From an optimization exercise on the open Yosys and OpenROAD flow, aimed at small area; shortcuts taken in it are not production practice. Only the layout flow was run in this run; the RTL was not checked for function there. Power figures rest on the tool's default switching activity, not on a simulated workload.

==> flow/design.v <==
`default_nettype none
package resize_pkg;
  typedef logic [8-1:0] pixel_t;
  typedef logic [16-1:0] coord_t;
  typedef logic [15:0] step_t;
  typedef struct packed {
    pixel_t data;                        
    coord_t x;                           
    coord_t y;                           
  } fifo_item_t;
endpackage
`default_nettype wire
`timescale 1ns/1ps
`default_nettype none
import resize_pkg::*;
module resize_regs
(
  input  logic                          clk,
  input  logic                          rst_n,
  input  logic                          psel,
  input  logic                          penable,
  input  logic                          pwrite,
  input  logic [8-1:0]     paddr,
  input  logic [31:0]                   pwdata,
  output logic [31:0]                   prdata,
  output logic                          pready,
  output logic                          pslverr,
  input  logic [5-1:0] fifo_level,
  input  logic                          fifo_ovf,
  output logic                          enable,
  output resize_pkg::coord_t                        src_w,
  output resize_pkg::coord_t                        src_h,
  output resize_pkg::step_t                         x_step,
  output resize_pkg::step_t                         y_step,
  output logic                          ovf_clear
);
  logic        access;                   
  logic        wr_en;                    
  logic        hit_ctrl;
  logic        hit_size;
  logic        hit_step;
  logic        hit_status;
  logic        mapped;                   
  logic [31:0] status_word;
  assign access     = psel & penable;
  assign wr_en      = access & pwrite;
  assign hit_ctrl   = (paddr == 8'h00);
  assign hit_size   = (paddr == 8'h04);
  assign hit_step   = (paddr == 8'h08);
  assign hit_status = (paddr == 8'h0C);
  assign mapped     = hit_ctrl | hit_size | hit_step | hit_status;
  assign pready     = 1'b1;              
  assign pslverr    = access & ~mapped;  
  assign ovf_clear  = wr_en & hit_status & pwdata[8];
  assign status_word = {23'd0, fifo_ovf,
                        {(8 - 5){1'b0}}, fifo_level};
  always_ff @(posedge clk)
  begin
    if (!rst_n)
    begin
      enable <= 1'b0;                    
      src_w  <= '0;
      src_h  <= '0;
      x_step <= 16'h0100;        
      y_step <= 16'h0100;
    end
    else if (wr_en)
    begin
      if (hit_ctrl)
        enable <= pwdata[0];
      if (hit_size)
      begin
        src_w <= pwdata[15:0];           
        src_h <= pwdata[31:16];          
      end
      if (hit_step)
      begin
        x_step <= pwdata[15:0];
        y_step <= pwdata[31:16];
      end
    end
  end
  always_comb
  begin
    prdata = '0;
    if (psel && !pwrite)
    begin
      case (paddr)
        8'h00:     prdata = {31'd0, enable};
        8'h04: prdata = {src_h, src_w};
        8'h08:     prdata = {y_step, x_step};
        8'h0C:   prdata = status_word;
        default:              prdata = '0;            
      endcase
    end
  end
endmodule
`default_nettype wire
`timescale 1ns/1ps
`default_nettype none
import resize_pkg::*;
module resize_coord_map
(
  input  logic   clk,
  input  logic   rst_n,
  input  logic   enable,
  input  resize_pkg::coord_t src_w,
  input  resize_pkg::coord_t src_h,
  input  resize_pkg::step_t  x_step,
  input  resize_pkg::step_t  y_step,
  input  logic   pix_valid,
  input  resize_pkg::pixel_t pix_data,
  input  resize_pkg::coord_t pix_x,
  input  resize_pkg::coord_t pix_y,
  output logic   keep_valid,
  output resize_pkg::pixel_t keep_data,
  output resize_pkg::coord_t keep_x,
  output resize_pkg::coord_t keep_y,
  output logic   frame_done
);
  localparam int FRAC_W = 8;                         
  localparam int ACC_W  = 16 + FRAC_W;  
  typedef logic [ACC_W-1:0] acc_t;
  acc_t   x_acc;                         
  acc_t   y_acc;                         
  resize_pkg::coord_t dst_x;                         
  resize_pkg::coord_t dst_y;                         
  resize_pkg::coord_t row_y;                         
  logic   row_kept;                      
  logic   row_start;                     
  logic   frame_start;                   
  acc_t   x_acc_cur;
  acc_t   y_acc_cur;
  resize_pkg::coord_t dst_x_cur;
  resize_pkg::coord_t dst_y_cur;
  resize_pkg::coord_t row_y_cur;
  logic   row_keep_cur;
  acc_t   x_step_ext;
  acc_t   y_step_ext;
  logic   col_hit;                       
  logic   hit;                           
  logic   keep;                          
  resize_pkg::coord_t last_x;
  resize_pkg::coord_t last_y;
  logic   last_pix;
  assign row_start   = (pix_x == '0);
  assign frame_start = row_start && (pix_y == '0);
  assign x_step_ext  = acc_t'(x_step);   
  assign y_step_ext  = acc_t'(y_step);
  always_comb
  begin
    x_acc_cur = row_start ? '0 : x_acc;
    dst_x_cur = row_start ? '0 : dst_x;
    y_acc_cur = frame_start ? '0 : y_acc;
    dst_y_cur = frame_start ? '0 : dst_y;
    if (row_start)
    begin
      row_keep_cur = (pix_y == y_acc_cur[ACC_W-1:FRAC_W]);   
      row_y_cur    = dst_y_cur;
    end
    else
    begin
      row_keep_cur = row_kept;           
      row_y_cur    = row_y;
    end
  end
  assign col_hit = (pix_x == x_acc_cur[ACC_W-1:FRAC_W]);
  assign hit     = pix_valid & row_keep_cur & col_hit;
  assign keep    = hit & enable;         
  assign last_x   = src_w - resize_pkg::coord_t'(1);
  assign last_y   = src_h - resize_pkg::coord_t'(1);
  assign last_pix = pix_valid && (pix_x == last_x) && (pix_y == last_y);
  always_ff @(posedge clk)
  begin
    if (!rst_n)
    begin
      x_acc    <= '0;
      y_acc    <= '0;
      dst_x    <= '0;
      dst_y    <= '0;
      row_y    <= '0;
      row_kept <= 1'b0;
    end
    else if (pix_valid)
    begin
      if (row_start)
      begin
        row_kept <= row_keep_cur;
        row_y    <= row_y_cur;
        if (row_keep_cur)
        begin
          y_acc <= y_acc_cur + y_step_ext;   
          dst_y <= dst_y_cur + resize_pkg::coord_t'(1);
        end
        else
        begin
          y_acc <= y_acc_cur;            
          dst_y <= dst_y_cur;
        end
      end
      if (hit)
      begin
        x_acc <= x_acc_cur + x_step_ext;
        dst_x <= dst_x_cur + resize_pkg::coord_t'(1);
      end
      else
      begin
        x_acc <= x_acc_cur;              
        dst_x <= dst_x_cur;
      end
    end
  end
  always_ff @(posedge clk)
  begin
    if (!rst_n)
    begin
      keep_valid <= 1'b0;
      frame_done <= 1'b0;
    end
    else
    begin
      keep_valid <= keep;
      frame_done <= last_pix;            
    end
  end
  always_ff @(posedge clk)
  begin
    if (keep)
    begin
      keep_data <= pix_data;
      keep_x    <= dst_x_cur;
      keep_y    <= row_y_cur;
    end
  end
endmodule
`default_nettype wire
`timescale 1ns/1ps
`default_nettype none
import resize_pkg::*;
module pixel_fifo
#(
  parameter int DEPTH = 16   
)
(
  input  logic                          clk,
  input  logic                          rst_n,
  input  logic                          wr_valid,
  input  resize_pkg::fifo_item_t                    wr_item,
  input  logic                          rd_ready,
  input  logic                          ovf_clear,
  output logic                          rd_valid,
  output resize_pkg::fifo_item_t                    rd_item,
  output logic [5-1:0] level,
  output logic                          ovf
);
  localparam int AW    = $clog2(DEPTH);
  localparam int LVL_W = 5;
  typedef logic [LVL_W-1:0] lvl_t;
  localparam int ITEM_W = 8 + 2 * 16;   
  logic [ITEM_W-1:0] mem [0:DEPTH-1];     
  logic [AW-1:0] wr_ptr;
  logic [AW-1:0] rd_ptr;
  lvl_t          mem_cnt;                
  logic full;
  logic pop;                             
  logic out_free;                        
  logic mem_empty;
  logic wr_ok;                           
  logic bypass;                          
  logic mem_wr;
  logic mem_rd;
  assign level     = mem_cnt + lvl_t'(rd_valid);
  assign full      = (level == lvl_t'(DEPTH));
  assign pop       = rd_valid & rd_ready;
  assign out_free  = ~rd_valid | pop;
  assign mem_empty = (mem_cnt == '0);
  assign wr_ok     = wr_valid & ~full;   
  assign bypass    = wr_ok & out_free & mem_empty;
  assign mem_wr    = wr_ok & ~bypass;
  assign mem_rd    = out_free & ~mem_empty;
  always_ff @(posedge clk)
  begin
    if (!rst_n)
    begin
      wr_ptr   <= '0;
      rd_ptr   <= '0;
      mem_cnt  <= '0;
      rd_valid <= 1'b0;
      ovf      <= 1'b0;
    end
    else
    begin
      if (mem_wr)
        wr_ptr <= wr_ptr + 1'b1;         
      if (mem_rd)
        rd_ptr <= rd_ptr + 1'b1;
      if (mem_wr && !mem_rd)
        mem_cnt <= mem_cnt + lvl_t'(1);
      else if (mem_rd && !mem_wr)
        mem_cnt <= mem_cnt - lvl_t'(1);
      if (out_free)
        rd_valid <= mem_rd | bypass;     
      if (wr_valid && full)
        ovf <= 1'b1;                     
      else if (ovf_clear)
        ovf <= 1'b0;
    end
  end
  always_ff @(posedge clk)
  begin
    if (mem_wr)
      mem[wr_ptr] <= wr_item;
    if (mem_rd)
      rd_item <= mem[rd_ptr];            
    else if (bypass)
      rd_item <= wr_item;                
  end
endmodule
`default_nettype wire
`timescale 1ns/1ps
`default_nettype none
import resize_pkg::*;
module resize_top
(
  input  logic                      clk,
  input  logic                      rst_n,
  input  logic                      psel,
  input  logic                      penable,
  input  logic                      pwrite,
  input  logic [8-1:0] paddr,
  input  logic [31:0]               pwdata,
  output logic [31:0]               prdata,
  output logic                      pready,
  output logic                      pslverr,
  input  logic                      pix_valid,
  input  resize_pkg::pixel_t                    pix_data,
  input  resize_pkg::coord_t                    pix_x,
  input  resize_pkg::coord_t                    pix_y,
  output logic                      out_valid,
  input  logic                      out_ready,
  output resize_pkg::pixel_t                    out_data,
  output resize_pkg::coord_t                    out_x,
  output resize_pkg::coord_t                    out_y,
  output logic                      frame_done
);
  logic   enable;
  resize_pkg::coord_t src_w;
  resize_pkg::coord_t src_h;
  resize_pkg::step_t  x_step;
  resize_pkg::step_t  y_step;
  logic   ovf_clear;                     
  logic   fifo_ovf;
  logic [5-1:0] fifo_level;
  logic       keep_valid;
  resize_pkg::pixel_t     keep_data;
  resize_pkg::coord_t     keep_x;
  resize_pkg::coord_t     keep_y;
  resize_pkg::fifo_item_t keep_item;                 
  resize_pkg::fifo_item_t out_item;
  resize_regs u_regs (
    .clk        (clk),
    .rst_n      (rst_n),
    .psel       (psel),
    .penable    (penable),
    .pwrite     (pwrite),
    .paddr      (paddr),
    .pwdata     (pwdata),
    .prdata     (prdata),
    .pready     (pready),
    .pslverr    (pslverr),
    .fifo_level (fifo_level),
    .fifo_ovf   (fifo_ovf),
    .enable     (enable),
    .src_w      (src_w),
    .src_h      (src_h),
    .x_step     (x_step),
    .y_step     (y_step),
    .ovf_clear  (ovf_clear)
  );
  resize_coord_map u_map (
    .clk        (clk),
    .rst_n      (rst_n),
    .enable     (enable),
    .src_w      (src_w),
    .src_h      (src_h),
    .x_step     (x_step),
    .y_step     (y_step),
    .pix_valid  (pix_valid),
    .pix_data   (pix_data),
    .pix_x      (pix_x),
    .pix_y      (pix_y),
    .keep_valid (keep_valid),
    .keep_data  (keep_data),
    .keep_x     (keep_x),
    .keep_y     (keep_y),
    .frame_done (frame_done)
  );
  assign keep_item = {keep_data, keep_x, keep_y};   
  pixel_fifo #(
    .DEPTH (16)
  ) u_fifo (
    .clk       (clk),
    .rst_n     (rst_n),
    .wr_valid  (keep_valid),
    .wr_item   (keep_item),
    .rd_ready  (out_ready),
    .ovf_clear (ovf_clear),
    .rd_valid  (out_valid),
    .rd_item   (out_item),
    .level     (fifo_level),
    .ovf       (fifo_ovf)
  );
  assign out_data = out_item.data;
  assign out_x    = out_item.x;
  assign out_y    = out_item.y;
endmodule
`default_nettype wire
==> flow/run.sh <==
#!/bin/bash
# synth_recipe.tcl (not shown) runs the flow's synth.tcl, then flattens the netlist and writes it again
# the make line also repeats each setting of config.mk as NAME=value (left out here)
make -C /OpenROAD-flow-scripts/flow DESIGN_CONFIG=/design/flow/config.mk WORK_HOME=/design/flow/orfs CLKGATE_MAP_FILE= SYNTH_SCRIPT=/design/flow/synth_recipe.tcl finish
==> flow/config.mk <==
export PLATFORM = sky130hd
export DESIGN_NAME = resize_top
export DESIGN_NICKNAME = resize_top
export VERILOG_FILES = /design/flow/design.v
export SDC_FILE = /design/flow/constraint.sdc
export NUM_CORES = 4
export LEC_CHECK = 0
export CAP_MARGIN = 20
export CORE_MARGIN = 2
export CORE_UTILIZATION = 40
export SLEW_MARGIN = 20
==> flow/constraint.sdc <==
create_clock -name core_clock -period 6.0 [get_ports {clk}]
set_input_delay 1.2000 -clock core_clock [delete_from_list [all_inputs] [get_ports {clk}]]
set_output_delay 1.2000 -clock core_clock [all_outputs]
set_load 0.01 [all_outputs]
==> run summary <==
-- Yosys cell counts (all sizes together), types with 4 or more instances --
cell       n
a22oi     32
o31ai     10
xor2      42
a21boi     7
and3      20
mux2      44
nor3      42
o21ai     35
a211oi    10
a21o      16
nor2b     12
o311ai     5
a21oi    132
a211o      4
nand2    294
nor3b      4
and2      67
xnor2     74
o2111ai   10
o21a      10
nor2     144
nand2b    15
or4       14
mux2i     24
mux4     201
or2        5
nand3     74
o22ai      6
dfxtp    183
clkbuf   113
inv       37
nand4     21
nor4b      4
a31oi      9
buf       31
edfxtp   720
or3        5
ha        46
o31a       5
o211ai     4
nor4      26
-- registers in the layout (all words and copies together), names as in the netlist, 8 cells and up, named ones only --
name	flops
u_regs.y_step	16
u_fifo.mem	640
u_map.keep_data	8
u_map.row_y	16
u_map.y_acc	24
u_map.x_acc	24
u_regs.src_w	16
u_map.dst_x	16
u_map.keep_x	16
u_map.dst_y	16
u_fifo.rd_item	40
u_regs.src_h	16
u_regs.x_step	16
u_map.keep_y	16
-- stage by stage --
stage / setup slack (ns) / TNS [ns] / total power, uW
global route: 0.537 / 0 / 12800
CTS: 0.714 / 0 / 12500
global placement: 0.0968 / 0 / 6960
detailed placement: 0.0401 / 0 / 6960
floorplan: -0.116 / -18.49 / 6860
finish: 0.659 / 0 / 12400
-- final cells by class --
class	count	area, um^2	area share
inverters	37	141	0.00316
repair buffers	207	2000	0.0447
flip-flops and latches	903	25300	0.566
well taps	1265	1580	0.0354
clock inverters	50	464	0.0104
multi-input cells	1514	12700	0.285
clock buffers	121	2500	0.0560
-- how the worst min path moves through the flow --
stage,start,to,slack [ns],cells after the start
after floorplan,u_map.x_acc[0],u_map.x_acc[0],0.42,2
after global placement,u_map.x_acc[0],u_map.x_acc[0],0.44,2
after detailed placement,u_map.x_acc[0],u_map.x_acc[0],0.44,2
after CTS,u_map.x_acc[0],u_map.x_acc[0],0.45,2
after global routing,u_map.row_y[4],u_map.row_y[4],0.47,2
final,u_map.row_y[14],u_map.row_y[14],0.45,2
-- cell families (layout without fill, tap and decap cells) --
family          after synthesis  after routing  share of synthesized area
flops                       903            903                      0.655
mux                         269            269                      0.136
xor+xnor                    116            116                     0.0263
buf+inv                     181            415                     0.0185
fa+ha+maj                    49             49                     0.0165
compound gates              325            325                     0.0550
other cells                   1              1                  0.0000971
simple gates                754            754                     0.0927
-- per-layer routing --
metal  share of wire  wire (um)
met5         0.00013         13
met4           0.024       2290
met3           0.051       4900
met2            0.49      47300
met1            0.44      42100
-- critical path: stages --
cell,delay [ns]
clkdlybuf4s50_1,0.52
or4_1,0.63
or4_2,0.81
and2_1,0.22
ha_1,0.21
inv_1,0.09
fa_1,0.19
nor2b_1,0.07
o31a_1,0.29
o311ai_0,0.54
nand4_1,0.26
a311oi_1,0.34
buf_4,0.18
nor4_1,0.05
xnor2_1,0.12
and2_1,0.15
-- power breakdown --
group	total [uW]	switching, uW	leakage [uW]	internal [uW]
Sequential	6660	0.288	0.00832	6660
Combinational	163	86.3	0.00456	76.5
Clock	5620	2410	0.00145	3210
==> metrics.csv <==
metric;value;unit
status;timing/DRC/antenna clean;
period_needed;5.34;ns
cp_data_required_time;6.53;ns
io_buffers;161;
power.leakage;0.0143;uW
met1_usage;0.266;
yosysWarnings;3;
ys_seq_elements;903;
grt.total_usage;0.195;
layout-drive-gt1-share;0.165;
irDropWorstVdd;0.203;mV
h-tree-depth;3;
cp.arrival;5.87;ns
cts_root_buf;clkbuf_16;
routed_wl;96.6;mm
ys_types;90;
final_area;44700;um^2
path_clk_slew;0.06;ns
die_x;315;um
hold_ws;0.453;ns
max_clock_freq;187;MHz
yosysTopAreaCell;edfxtp_1;
setup_viol;0;
dp_cells;3925;
async_flop_share;0;
fin_util;0.469;
grt_pass1_wl;145;mm
clk_latency;0.65;ns
cts_resized;0;
diodes;0;
seq_area_frac_synth;0.655;
grt_util_met3;0.0253;
cts_made_buffers;92;
grt_busiest_layer;met2;
dieArea;99100;um^2
r2r-end;u_fifo.mem[15][39];
r2r_start;u_fifo.mem_cnt[0];
cp-start-kind;primary input;
first_pass_iters;5;
synth_area_leaders;edfxtp_1 (56%), mux4_2 (12%), dfxtp_1 (9.5%);
io_pins;163;
layout_commonest_cell;edfxtp_1;
drv_cap;0;
start_util;0.405;
mostFrequentLayoutCells;edfxtp_1 (720), nand2_1 (293), mux4_2 (201);
drt-vias-per-instance;5.61;
rsz0062_at_grt;no;
dp_hpwl;54.4;mm
clock_skew;0.0289;ns
tritoncts;done;
r2r_cells;11;
die_h;315;um
cts_sinks;903;
cp-endpoint;u_map.x_acc[22];
core;95300;um^2
grt_pass1_vias;23300;
gp_congestion;0.898;
placement_rows;113;
cts-hold-fix-buffers;0;
finalHoldViolations;0;
ys.flop_type;edfxtp_1;
wl_per_cell;23.6;um
syn_nets;2734;
slew_viol_final;0;
drt_iter0_drc;2050;
finalCritPeriodShare;0.890;
use_met2;0.327;
avgSynthCellArea;14.9;um^2
crit_start;pix_x[3];
cts_setup_buffers;0;
layout.cells.non_filler;4097;
syn-cell-area;38600;um^2
grt_max_degree;161;
antenna_left;0;
powerDensity;278;nW/um^2
drc;0;
max-slew-margin-rel;0.260;
syn_to_final_growth;15.8;%
placed_area;41800;um^2
synth_edf_count;720;
worst_slew_pin_slew;1.10;ns
fin_nets;2891;
grt_remaining_overflow;0;
synth_top_area_share;0.560;
holdCritPathClass;register to register;
worst-setup-path-type;primary input to register;
clk_path_buf_depth;3;
fillers;8227;
via_count;23000;
path_max_fanout;6;
cp-end-kind;register;
rrSetupSlack;2.16;ns
antenna_found_initial;1;
syn_inst;2598;

[re-timing with driven ports]
No port has a modelled driver above. Below, the same layout with a new extraction and two added sets of constraints. Step 1: set_driving_cell puts a clkbuf_16 on clk and a buf_2 on each other input, an assumption about the parent block. Step 2 adds t to the input delays and takes it off the output delays; t is the mean of the earliest and latest rising clock arrival at the registers after step 1. Input paths then give back, and output paths get back, about the clock's delay inside the block. Three values: ideal, step 1, step 2; two values: the first two.
t, ns: 0.703
setup slack, ns: 0.659 / 0.701 / -0.002
worst register clock-pin slew, ns: 0.06 / 0.06
worst data-port slew with drivers (ns): 0.08
With both steps, setup timing fails in this run, where it was met with ideal ports. For this run, drivers alone change the setup slack by +0.042 ns; drivers and shift together by -0.661 ns.
